What follows belongs to an exercise in optimizing a design on an open flow for small area, a short achievable clock period and few clock cycles per item; a production flow would make more cautious choices. Function not checked in this run: the RTL went through the layout flow alone. Power is estimated from default activity; no workload was simulated.

==> flow/design.v <==
`default_nettype none
package acs_pkg;
  localparam int CHANNELS    = 4;
  localparam int MAX_RUN     = 1024;
  localparam int SAMPLE_BITS = 12;
  localparam int CH_W    = 2;
  localparam int LEN_W   = $clog2(MAX_RUN) + 1;    
  localparam int CNT_W   = $clog2(MAX_RUN);        
  localparam int SUM_W   = SAMPLE_BITS + $clog2(MAX_RUN);
  localparam int DB_W    = 12;
  localparam int GAIN_W  = 16;
  localparam int Q_FRAC  = 8;
  localparam int PROD_W  = SAMPLE_BITS + GAIN_W;
  localparam int MA_W    = 20;
  localparam int CFG_W   = 16;
  localparam int CFG_IDX_W = 2;
  localparam int JOB_W   = CH_W + 1 + SUM_W + LEN_W;
  localparam logic [CFG_IDX_W-1:0] REG_MEASURE_COUNT   = 2'd0;
  localparam logic [CFG_IDX_W-1:0] REG_CALIBRATE_COUNT = 2'd1;
  localparam logic [CFG_IDX_W-1:0] REG_DEADBAND        = 2'd2;
  localparam logic [CFG_IDX_W-1:0] REG_GAIN            = 2'd3;
  function automatic logic [CNT_W-1:0] count_limit(input logic [LEN_W-1:0] c);
    logic [CNT_W-1:0] r;
    if (c == '0) r = '0;
    else if (c > LEN_W'(MAX_RUN)) r = CNT_W'(MAX_RUN - 1);
    else r = CNT_W'(c - LEN_W'(1));
    count_limit = r;
  endfunction
endpackage
`default_nettype wire
`default_nettype none
module acs_queue (
  input  wire logic                            clk,
  input  wire logic                            rst,
  input  wire logic                            hold,
  input  wire logic                            s_valid,
  output logic                                 s_ready,
  input  wire logic [acs_pkg::CH_W-1:0]        s_channel,
  input  wire logic                            s_kind,
  input  wire logic [acs_pkg::SAMPLE_BITS-1:0] s_sample,
  output logic                                 n_valid,
  output logic [acs_pkg::CH_W-1:0]             n_ch,
  output logic                                 n_kind,
  output logic [acs_pkg::SAMPLE_BITS-1:0]      n_sample
);
  logic                            sk_valid;
  logic [acs_pkg::CH_W-1:0]        sk_ch;
  logic                            sk_kind;
  logic [acs_pkg::SAMPLE_BITS-1:0] sk_sample;
  logic                            take;
  assign s_ready  = !sk_valid;
  assign take     = s_valid && !sk_valid;
  assign n_valid  = sk_valid || take;
  assign n_ch     = sk_valid ? sk_ch     : s_channel;
  assign n_kind   = sk_valid ? sk_kind   : s_kind;
  assign n_sample = sk_valid ? sk_sample : s_sample;
  always_ff @(posedge clk) begin
    if (rst) sk_valid <= 1'b0;
    else if (hold) begin
      if (take) sk_valid <= 1'b1;
    end else begin
      sk_valid <= 1'b0;
    end
    if (hold && take) begin
      sk_ch     <= s_channel;
      sk_kind   <= s_kind;
      sk_sample <= s_sample;
    end
  end
endmodule
`default_nettype wire
`default_nettype none
module acs_front (
  input  wire logic                            clk,
  input  wire logic                            rst,
  input  wire logic                            hold,      
  input  wire logic [acs_pkg::CNT_W-1:0]       meas_lim,
  input  wire logic [acs_pkg::CNT_W-1:0]       cal_lim,
  input  wire logic                            n_valid,
  input  wire logic [acs_pkg::CH_W-1:0]        n_ch,
  input  wire logic                            n_kind,
  input  wire logic [acs_pkg::SAMPLE_BITS-1:0] n_sample,
  output logic                                 j_valid,
  output logic [acs_pkg::CH_W-1:0]             j_ch,
  output logic                                 j_kind,
  output logic [acs_pkg::SUM_W-1:0]            j_sum,
  output logic [acs_pkg::LEN_W-1:0]            j_len
);
  logic [acs_pkg::SUM_W-1:0] run_sum  [acs_pkg::CHANNELS];
  logic [acs_pkg::CNT_W-1:0] run_len  [acs_pkg::CHANNELS];
  logic                      run_kind [acs_pkg::CHANNELS];
  logic                            in_valid;
  logic [acs_pkg::CH_W-1:0]        in_ch;
  logic                            in_kind;
  logic [acs_pkg::SAMPLE_BITS-1:0] in_sample;
  logic [acs_pkg::SUM_W-1:0]       c_sum;
  logic [acs_pkg::CNT_W-1:0]       c_len;
  logic                            c_done;
  logic [acs_pkg::SUM_W-1:0] sum_next;
  logic [acs_pkg::LEN_W-1:0] len_next;
  logic [acs_pkg::SUM_W-1:0] wb_sum;
  logic [acs_pkg::CNT_W-1:0] wb_len;
  assign sum_next = c_sum + acs_pkg::SUM_W'(in_sample);
  assign len_next = acs_pkg::LEN_W'(c_len) + acs_pkg::LEN_W'(1);
  assign wb_sum   = c_done ? '0 : sum_next;
  assign wb_len   = c_done ? '0 : len_next[acs_pkg::CNT_W-1:0];
  logic                      fwd;
  logic [acs_pkg::CNT_W-1:0] lim_n;
  logic [acs_pkg::SUM_W-1:0] st_sum;
  logic [acs_pkg::CNT_W-1:0] st_len;
  logic                      st_busy;
  logic                      restart;
  logic                      done_fwd;
  logic                      done_reg;
  logic                      done_n;
  always_comb begin
    fwd      = in_valid && (n_ch == in_ch);
    lim_n    = n_kind ? acs_pkg::CNT_W'(cal_lim) : acs_pkg::CNT_W'(meas_lim);
    st_sum   = fwd ? wb_sum : run_sum[n_ch];
    st_len   = fwd ? wb_len : run_len[n_ch];
    st_busy  = fwd ? !c_done : (run_len[n_ch] != '0);
    restart  = st_busy && ((fwd ? in_kind : run_kind[n_ch]) != n_kind);
    done_fwd = c_done ? (lim_n == '0)
                      : ((n_kind ? (len_next >= acs_pkg::LEN_W'(cal_lim))
                                 : (len_next >= acs_pkg::LEN_W'(meas_lim))));
    done_reg = run_len[n_ch] >= lim_n;
    done_n   = restart ? (lim_n == '0) : (fwd ? done_fwd : done_reg);
  end
  always_ff @(posedge clk) begin
    if (rst) in_valid <= 1'b0;
    else if (!hold) in_valid <= n_valid;
    if (!hold) begin
      in_ch     <= n_ch;
      in_kind   <= n_kind;
      in_sample <= n_sample;
      c_sum     <= restart ? '0 : st_sum;
      c_len     <= restart ? '0 : st_len;
      c_done    <= done_n;
    end
  end
  always_ff @(posedge clk) begin
    if (rst) begin
      for (int i = 0; i < acs_pkg::CHANNELS; i++) begin
        run_sum[i]  <= '0;
        run_len[i]  <= '0;
        run_kind[i] <= 1'b0;
      end
    end else if (in_valid && !hold) begin
      run_kind[in_ch] <= in_kind;
      run_sum[in_ch]  <= wb_sum;
      run_len[in_ch]  <= wb_len;
    end
  end
  always_ff @(posedge clk) begin
    if (rst) j_valid <= 1'b0;
    else if (!hold) j_valid <= in_valid && c_done;
    if (!hold) begin
      j_ch   <= in_ch;
      j_kind <= in_kind;
      j_sum  <= sum_next;
      j_len  <= len_next;
    end
  end
endmodule
`default_nettype wire
`default_nettype none
module acs_back #(
  parameter int SB = 5,     
  parameter int SK = 4,     
  parameter int LK = 1      
) (
  input  wire logic                        clk,
  input  wire logic                        rst,
  input  wire logic                        stall,
  input  wire logic [acs_pkg::DB_W-1:0]    deadband,
  input  wire logic [acs_pkg::GAIN_W-1:0]  gain,
  input  wire logic                        j_valid,
  input  wire logic [acs_pkg::CH_W-1:0]    j_ch,
  input  wire logic                        j_kind,
  input  wire logic [acs_pkg::SUM_W-1:0]   j_sum,
  input  wire logic [acs_pkg::LEN_W-1:0]   j_len,
  output logic                             j_free,    
  output logic                             r_valid,
  output logic [acs_pkg::CH_W-1:0]         r_channel,
  output logic                             r_kind,
  output logic [acs_pkg::SAMPLE_BITS-1:0]  r_average,
  output logic [acs_pkg::MA_W-1:0]         r_current_ma
);
  localparam int QB = acs_pkg::SAMPLE_BITS;    
  localparam int LW = acs_pkg::LEN_W;
  localparam int RB = LW - 1;                  
  localparam int SR = SB - 1;                  
  localparam int NS = QB / SK;                 
  localparam int NL = QB / LK;                 
  localparam int CW = $clog2(NL + 1);
  logic j_small;
  assign j_small = j_len[LW-1:SB-1] == '0 || j_len == LW'(1 << (SB - 1));
  logic          l_busy;
  logic [CW-1:0] l_count;
  logic [RB-1:0] l_rem;
  logic [QB-1:0] l_q;
  logic [LW-1:0] l_len;
  logic [acs_pkg::CH_W-1:0] l_ch;
  logic          l_kind;
  logic          l_start;
  logic          l_done;
  logic [RB-1:0] l_rem_n;
  logic [QB-1:0] l_q_n;
  assign l_start = !stall && !l_busy && j_valid && !j_small;
  assign l_done  = l_busy && l_count == CW'(NL);
  assign j_free  = !stall && (!l_busy || !j_valid);
  always_comb begin
    logic [RB:0] trial;
    logic        fits;
    l_rem_n = l_rem;
    l_q_n   = l_q;
    for (int j = 0; j < LK; j++) begin
      trial   = {l_rem_n, l_q_n[QB-1]};
      fits    = trial >= {1'b0, l_len};
      l_rem_n = fits ? RB'(trial - {1'b0, l_len}) : trial[RB-1:0];
      l_q_n   = {l_q_n[QB-2:0], fits};
    end
  end
  always_ff @(posedge clk) begin
    if (rst) begin
      l_busy <= 1'b0;
    end else if (!stall) begin
      if (l_start) l_busy <= 1'b1;
      else if (l_done) l_busy <= 1'b0;
    end
    if (!stall) begin
      if (l_start) begin
        l_count <= '0;
        l_rem   <= j_sum[acs_pkg::SUM_W-1:QB];
        l_q     <= j_sum[QB-1:0];
        l_len   <= j_len;
        l_ch    <= j_ch;
        l_kind  <= j_kind;
      end else if (l_busy && !l_done) begin
        l_count <= l_count + CW'(1);
        l_rem   <= l_rem_n;
        l_q     <= l_q_n;
      end
    end
  end
  logic            dv  [NS+1];
  logic [acs_pkg::CH_W-1:0] dch [NS+1];
  logic            dk  [NS+1];
  logic [SR-1:0]   drem[NS+1];
  logic [QB-1:0]   dq  [NS+1];
  logic [SB-1:0]   dlen[NS+1];
  assign dv[0]   = j_valid && j_small && !l_busy;
  assign dch[0]  = j_ch;
  assign dk[0]   = j_kind;
  assign drem[0] = j_sum[QB+SR-1:QB];
  assign dq[0]   = j_sum[QB-1:0];
  assign dlen[0] = j_len[SB-1:0];
  for (genvar s = 0; s < NS; s++) begin : g_div
    logic [SR-1:0] rem;
    logic [QB-1:0] q;
    logic [SR:0]   trial;
    logic          fits;
    always_comb begin
      rem = drem[s];
      q   = dq[s];
      for (int j = 0; j < SK; j++) begin
        trial = {rem, q[QB-1]};
        fits  = trial >= dlen[s];
        rem   = fits ? SR'(trial - dlen[s]) : trial[SR-1:0];
        q     = {q[QB-2:0], fits};
      end
    end
    if (s < NS - 1) begin : g_reg
      always_ff @(posedge clk) begin
        if (rst) dv[s+1] <= 1'b0;
        else if (!stall) dv[s+1] <= dv[s];
        if (!stall) begin
          dch[s+1]  <= dch[s];
          dk[s+1]   <= dk[s];
          drem[s+1] <= rem;
          dq[s+1]   <= q;
          dlen[s+1] <= dlen[s];
        end
      end
    end else begin : g_last
      assign dv[s+1]   = dv[s];
      assign dch[s+1]  = dch[s];
      assign dk[s+1]   = dk[s];
      assign drem[s+1] = rem;
      assign dq[s+1]   = q;
      assign dlen[s+1] = dlen[s];
    end
  end
  logic                            p1_valid;
  logic [acs_pkg::CH_W-1:0]        p1_ch;
  logic                            p1_kind;
  logic [acs_pkg::SAMPLE_BITS-1:0] p1_avg;
  logic [acs_pkg::SAMPLE_BITS-1:0] zero_offset [acs_pkg::CHANNELS];
  logic [acs_pkg::SAMPLE_BITS-1:0] off;
  logic [acs_pkg::SAMPLE_BITS-1:0] corrected;
  always_ff @(posedge clk) begin
    if (rst) p1_valid <= 1'b0;
    else if (!stall) p1_valid <= dv[NS] || l_done;
    if (!stall) begin
      p1_ch   <= l_done ? l_ch   : dch[NS];
      p1_kind <= l_done ? l_kind : dk[NS];
      p1_avg  <= l_done ? l_q    : dq[NS];
    end
  end
  assign off       = zero_offset[p1_ch];
  assign corrected = (p1_avg > off) ? p1_avg - off : '0;
  always_ff @(posedge clk) begin
    if (rst) begin
      for (int i = 0; i < acs_pkg::CHANNELS; i++) zero_offset[i] <= '0;
    end else if (!stall && p1_valid && p1_kind) begin
      zero_offset[p1_ch] <= p1_avg;
    end
  end
  localparam int HW = acs_pkg::SAMPLE_BITS + 8;
  logic                            p2_valid;
  logic [acs_pkg::CH_W-1:0]        p2_ch;
  logic                            p2_kind;
  logic [acs_pkg::SAMPLE_BITS-1:0] p2_avg;
  logic                            p2_pass;
  logic [acs_pkg::SAMPLE_BITS-1:0] p2_corr;
  logic [HW-1:0]                   prod_hi;
  logic [HW-1:0]                   prod_lo;
  always_ff @(posedge clk) begin
    if (rst) p2_valid <= 1'b0;
    else if (!stall) p2_valid <= p1_valid;
    if (!stall) begin
      p2_ch   <= p1_ch;
      p2_kind <= p1_kind;
      p2_avg  <= p1_avg;
      p2_pass <= !p1_kind && (corrected >= deadband);
      p2_corr <= corrected;
    end
  end
  assign prod_hi = HW'(p2_corr) * HW'(gain[15:8]);
  assign prod_lo = HW'(p2_corr) * HW'(gain[7:0]);
  logic                            p3_valid;
  logic [acs_pkg::CH_W-1:0]        p3_ch;
  logic                            p3_kind;
  logic [acs_pkg::SAMPLE_BITS-1:0] p3_avg;
  logic                            p3_pass;
  logic [HW-1:0]                   p3_hi;
  logic [HW-9:0]                   p3_lo;
  logic [HW:0]                     scaled;
  logic [acs_pkg::MA_W-1:0]        ma;
  always_ff @(posedge clk) begin
    if (rst) p3_valid <= 1'b0;
    else if (!stall) p3_valid <= p2_valid;
    if (!stall) begin
      p3_ch   <= p2_ch;
      p3_kind <= p2_kind;
      p3_avg  <= p2_avg;
      p3_pass <= p2_pass;
      p3_hi   <= prod_hi;
      p3_lo   <= prod_lo[HW-1:8];
    end
  end
  assign scaled = (HW+1)'(p3_hi) + (HW+1)'(p3_lo);
  assign ma = !p3_pass ? '0 : scaled[HW] ? {acs_pkg::MA_W{1'b1}} : scaled[acs_pkg::MA_W-1:0];
  always_ff @(posedge clk) begin
    if (rst) r_valid <= 1'b0;
    else if (!stall) r_valid <= p3_valid;
    if (!stall) begin
      r_channel    <= p3_ch;
      r_kind       <= p3_kind;
      r_average    <= p3_avg;
      r_current_ma <= ma;
    end
  end
endmodule
`default_nettype wire
`default_nettype none
module averaged_current_sense (
  input  wire logic                            clk,
  input  wire logic                            rst,
  input  wire logic                            s_valid,
  output logic                                 s_ready,
  input  wire logic [acs_pkg::CH_W-1:0]        s_channel,
  input  wire logic                            s_kind,
  input  wire logic [acs_pkg::SAMPLE_BITS-1:0] s_sample,
  output logic                                 r_valid,
  input  wire logic                            r_ready,
  output logic [acs_pkg::CH_W-1:0]             r_channel,
  output logic                                 r_kind,
  output logic [acs_pkg::SAMPLE_BITS-1:0]      r_average,
  output logic [acs_pkg::MA_W-1:0]             r_current_ma,
  input  wire logic                            cfg_we,
  input  wire logic [acs_pkg::CFG_IDX_W-1:0]   cfg_index,
  input  wire logic [acs_pkg::CFG_W-1:0]       cfg_data
);
  logic [acs_pkg::CNT_W-1:0]  meas_lim;    
  logic [acs_pkg::CNT_W-1:0]  cal_lim;     
  logic [acs_pkg::DB_W-1:0]   deadband;
  logic [acs_pkg::GAIN_W-1:0] gain;
  always_ff @(posedge clk) begin
    if (rst) begin
      meas_lim <= acs_pkg::CNT_W'(64 - 1);
      cal_lim  <= acs_pkg::CNT_W'(200 - 1);
      deadband <= acs_pkg::DB_W'(149);
      gain     <= acs_pkg::GAIN_W'(5158);
    end else if (cfg_we) begin
      case (cfg_index)
        acs_pkg::REG_MEASURE_COUNT:   meas_lim <= acs_pkg::count_limit(cfg_data[acs_pkg::LEN_W-1:0]);
        acs_pkg::REG_CALIBRATE_COUNT: cal_lim  <= acs_pkg::count_limit(cfg_data[acs_pkg::LEN_W-1:0]);
        acs_pkg::REG_DEADBAND:        deadband <= cfg_data[acs_pkg::DB_W-1:0];
        default:                      gain     <= cfg_data[acs_pkg::GAIN_W-1:0];
      endcase
    end
  end
  logic stall;
  logic j_free;
  logic hold;
  assign stall = r_valid && !r_ready;
  assign hold  = !j_free;
  logic                            n_valid;
  logic [acs_pkg::CH_W-1:0]        n_ch;
  logic                            n_kind;
  logic [acs_pkg::SAMPLE_BITS-1:0] n_sample;
  acs_queue u_queue (
    .clk(clk), .rst(rst), .hold(hold),
    .s_valid(s_valid), .s_ready(s_ready), .s_channel(s_channel),
    .s_kind(s_kind), .s_sample(s_sample),
    .n_valid(n_valid), .n_ch(n_ch), .n_kind(n_kind), .n_sample(n_sample)
  );
  logic                        j_valid;
  logic [acs_pkg::CH_W-1:0]    j_ch;
  logic                        j_kind;
  logic [acs_pkg::SUM_W-1:0]   j_sum;
  logic [acs_pkg::LEN_W-1:0]   j_len;
  acs_front u_front (
    .clk(clk), .rst(rst), .hold(hold),
    .meas_lim(meas_lim), .cal_lim(cal_lim),
    .n_valid(n_valid), .n_ch(n_ch), .n_kind(n_kind), .n_sample(n_sample),
    .j_valid(j_valid), .j_ch(j_ch), .j_kind(j_kind), .j_sum(j_sum), .j_len(j_len)
  );
  acs_back u_back (
    .clk(clk), .rst(rst), .stall(stall),
    .deadband(deadband), .gain(gain),
    .j_valid(j_valid), .j_ch(j_ch), .j_kind(j_kind), .j_sum(j_sum), .j_len(j_len),
    .j_free(j_free),
    .r_valid(r_valid), .r_channel(r_channel), .r_kind(r_kind),
    .r_average(r_average), .r_current_ma(r_current_ma)
  );
endmodule
`default_nettype wire
==> flow/run.sh <==
#!/bin/bash
# synth_recipe.tcl (not shown) runs the flow's synth.tcl, then flattens the netlist and writes it again
# the make line also repeats each setting of config.mk as NAME=value (left out here)
make -C /OpenROAD-flow-scripts/flow DESIGN_CONFIG=/design/flow/config.mk WORK_HOME=/design/flow/orfs CLKGATE_MAP_FILE= SYNTH_SCRIPT=/design/flow/synth_recipe.tcl finish
==> flow/config.mk <==
export PLATFORM = sky130hd
export DESIGN_NAME = averaged_current_sense
export DESIGN_NICKNAME = averaged_current_sense
export VERILOG_FILES = /design/flow/design.v
export SDC_FILE = /design/flow/constraint.sdc
export NUM_CORES = 4
export LEC_CHECK = 0
export ABC_CLOCK_PERIOD_IN_PS = 4000
export CAP_MARGIN = 20
export CORE_MARGIN = 2
export CORE_UTILIZATION = 40
export SETUP_SLACK_MARGIN = 4.0
export SLEW_MARGIN = 20
==> flow/constraint.sdc <==
create_clock -name core_clock -period 8.5 [get_ports {clk}]
set_input_delay 1.7000 -clock core_clock [delete_from_list [all_inputs] [get_ports {clk}]]
set_output_delay 1.7000 -clock core_clock [all_outputs]
set_load 0.01 [all_outputs]
==> notes.md <==
-- what timing repair did --
| action | CTS | global route |
|---|---|---|
| pin swaps | 119 | 73 |
| resized for setup | 179 | 60 |
| setup endpoints to repair | 96 | 57 |
| setup buffers | 144 | 36 |
-- how the worst max path moves through the flow --
stage                              to  slack [ns]  cells past startpoint
floorplan           u_back.drem[2][1]        2.67                     31
global placement    u_back.drem[2][3]        2.01                     29
detailed placement  u_back.drem[2][3]        1.85                     29
CTS                 u_back.drem[2][3]        2.67                     29
global route        u_back.drem[1][3]        2.36                     31
finish              u_back.drem[2][3]        2.63                     30
-- metal layers --
layer  up-vias  track usage (%)  wire, um
met5         -                0         0
met4         0            5.859      2347
met3       135            2.420      3377
met2       498            32.56     40140
met1     11540            25.98     37370
li1      10870                -         -
-- Yosys cell counts (14+ instances only) --
cell type / n / area (sq um)
and3_1: 29 / 181.4
ha_1: 230 / 2878
dfxtp_1: 60 / 1201
edfxtp_1: 493 / 14800
fa_1: 134 / 2683
mux2_2: 35 / 394.1
inv_1: 291 / 1092
o21a_1: 17 / 127.6
xor2_1: 41 / 359.1
a21oi_1: 148 / 740.7
clkbuf_1: 92 / 345.3
nor4_1: 14 / 87.58
nor3_1: 48 / 240.2
a21o_1: 56 / 420.4
and2_1: 146 / 913.4
xnor2_1: 60 / 525.5
o211ai_1: 29 / 217.7
nand2b_1: 30 / 187.7
mux4_2: 43 / 968.4
nor2_1: 276 / 1036
or3_1: 14 / 87.58
nor2b_1: 26 / 162.7
o21ai_0: 77 / 385.4
a31oi_1: 27 / 168.9
a211oi_1: 30 / 225.2
nand3_1: 46 / 230.2
nand2_1: 309 / 1160
-- layout make-up --
type | count | area share, %
Inverter | 295 | 2.850
Sequential cell | 553 | 40.20
Tap cell | 1070 | 3.358
Clock inverter | 27 | 0.9540
Timing Repair Buffer | 273 | 6.198
Clock buffer | 84 | 4.249
Multi-Input combinational cell | 2013 | 42.19
-- flip-flops by register name (all words and copies together), names as in the netlist, 20 cells and up, named ones only --
signal,cells
u_front.run_sum,88
u_front.j_sum,22
u_back.dq,24
u_back.p3_hi,20
u_front.run_len,40
u_front.c_sum,22
u_back.r_current_ma,20
u_back.zero_offset,48
-- per-stage QoR --
step	setup slack, ns	area, sq um	instances
detailed placement	1.851	35320	4024
floorplan	2.667	33710	2972
finish	2.631	39870	4315
global placement	2.015	35310	4023
CTS	2.667	39350	4279
global route	2.362	39870	4315
-- power by group through the flow --
stage	clock network [uW]	registers, uW	logic, uW
floorplan	0	3890	4890
global placement	0	4100	5750
detailed placement	0	4110	5930
CTS	2780	3950	7890
global route	2880	3990	9380
finish	2730	3940	8580
-- logic make-up after synthesis --
logic type / share of synthesized area (%)
buffers and inverters: 4.671
AOI/OAI and AO/OA: 8.938
muxes: 4.546
and+or+nand+nor: 14.18
DFF: 48.22
xor gates and xnor gates: 2.665
adders and majority gates: 16.78
-- worst register-to-register path: cells and delay by family, from the launching register on --
kind,cells,cell delay (ns)
flops,1,0.38
fa+ha+maj,4,1.06
compound gates,20,3.61
simple gates,4,0.51
buf+inv,2,0.15
==> impl_metrics.py <==
metrics = {
    "setup_path": {
        "cp-startpoint": "u_back.dq[1][11]",
        "r2r_start": "u_back.dq[1][11]",
        "worstPathArrival_ns": 6.34,
        "critPathTopFamily": "compound AO/OA/AOI/OAI gates",
        "r2r_slack_ns": 2.63,
        "required_ns": 8.97,
        "cp_num_buf_inv": 2,
        "rr_endpoint": "u_back.drem[2][3]",
        "worst-path-max-fanout": 6,
        "critPathKind": "register to register",
        "rr_worst_depth": 30,
        "slowest_delay_ns": 0.38,
        "critPathMostFrequentCell": "a21o_1",
        "critPathSlowestCell": "edfxtp_1",
        "critPathLaunchType": "register",
        "cp-end-kind": "register",
    },
    "die": {
        "die_w_um": 292.1,
        "start_util_pct": 40.42,
        "num_io_pins": 75,
        "fp.dieArea_sq_um": 85300,
        "core_area_sq_um": 82110,
        "die_y_um": 292.1,
        "num_rows": 105,
    },
    "clock_tree": {
        "htree_levels": 2,
        "cts_buffer_depth": 3,
        "clk_pin_slew_ns": 0.06,
        "root_buffer": "clkbuf_16",
        "cts_tree": "yes",
        "ctsHoldBuffers": 0,
        "worstSkewPairLatency_ns": 0.63,
        "cts_num_sinks": 553,
        "cts_inserted_buffers": 60,
    },
    "timing": {
        "hold_slack_ns": 0.4108,
        "max_freq_mhz": 170.4,
        "worst_slew_pin_slew_ns": 1.035,
        "max_slew_margin_pct": 30.57,
        "hold_violations": 0,
        "setup_viol": 0,
        "fin_tns_setup_ns": 0,
        "fin_crit_ns": 5.869,
        "finClkSkew_ns": 0.02319,
        "period_share_pct": 69.04,
        "report.final.slew_viol_count": 0,
        "grt_setup_unrepaired": "yes",
    },
    "power_and_ir_drop": {
        "p_total_uw": 15250,
        "p_leak_uw": 0.01661,
        "power_density_nw_per_um2": 382.4,
        "switchingPower_uw": 5588,
        "p_int_uw": 9658,
        "switching_share_pct": 36.65,
        "ir_worst_vdd_uv": 436.8,
        "combPwrFrac_pct": 56.3,
        "p_clk_share_pct": 17.9,
        "power_frac_seq_pct": 25.8,
    },
    "routing": {
        "viasPerCell": 5.339,
        "wl_per_cell_um": 19.29,
        "via_count": 23040,
        "drtIter0Drc": 1811,
        "drtPass1Iterations": 5,
        "postRouteAntennaNets": 0,
        "drt_wl_total_um": 83240,
        "drc": 0,
    },
    "place": {
        "dp_hpwl_um": 56440,
        "io_buffers": 74,
        "place_congestion": 0.8796,
    },
    "flow_run": {
        "drv_cap": 0,
    },
    "synth": {
        "synth_flop_cell": "edfxtp_1",
        "ys_ff_latch": 553,
        "yosysSeqAreaShare_pct": 48.22,
        "syn_nets": 3374,
        "synth-edff-count": 493,
        "synth_area_sq_um": 33190,
        "ys_types": 83,
        "synth_warnings": 16,
        "synth.avg_cell_area_sq_um": 11.17,
        "synth-async-reset-ratio_pct": 0,
        "synthCells": 2972,
    },
    "layout": {
        "syn_to_final_growth_pct": 20.12,
        "nNetsFinal": 3598,
        "num-fill-cells": 7219,
        "multi_input_area_sq_um": 16820,
        "layout_commonest_cell": "edfxtp_1",
        "drive_above_1_share_pct": 18.55,
        "diodes": 0,
        "final_cell_mix": "edfxtp_1 (493), nand2_1 (297), nor2_1 (272)",
        "register_area_sq_um": 16030,
        "fin_util_pct": 48.56,
    },
    "min_path": {
        "holdCritPathClass": "register to register",
        "hold_depth": 0,
        "hold_path_end": "u_back.dq[2][5]",
        "worstHoldStart": "u_back.dq[1][1]",
    },
    "grt": {
        "grt_usage_pct": 19.30,
        "grt_max_degree": 99,
        "globalRouteOverflowTotal": 0,
        "grt_pass1_wl_um": 130100,
        "grt_pass1_vias": 23620,
        "grt_antenna_before_repair": 1,
    },
    "outcome": {
        "status": "timing/DRC/antenna clean",
    },
}

-- static timing again, ports no longer ideal --
The results above use ideal ports. As a check the final layout listed here was re-extracted and re-timed, cells and wires unchanged. Step 1, drivers: a clkbuf_16 drives clk and a buf_2 each remaining input, both assumed. Step 2 moves the port delays by t, midway between the first and last clock arrival at a register: inputs arrive t later, outputs are due t later. That takes back most of the time a late clock gives input paths. Three values: no drivers, after step 1, after step 2; two values: the first two.
t, ns: 0.679
slack for setup (ns): 2.631 / 2.631 / 2.631
latest minus earliest clock arrival (ns): 0.025 / 0.024
worst data-port slew with drivers (ns): 0.04
pins driven straight from the clock port: 1
After both steps setup and hold are still met in this run. For this run, drivers alone change the setup slack by 0.000 ns; drivers and shift together by 0.000 ns.
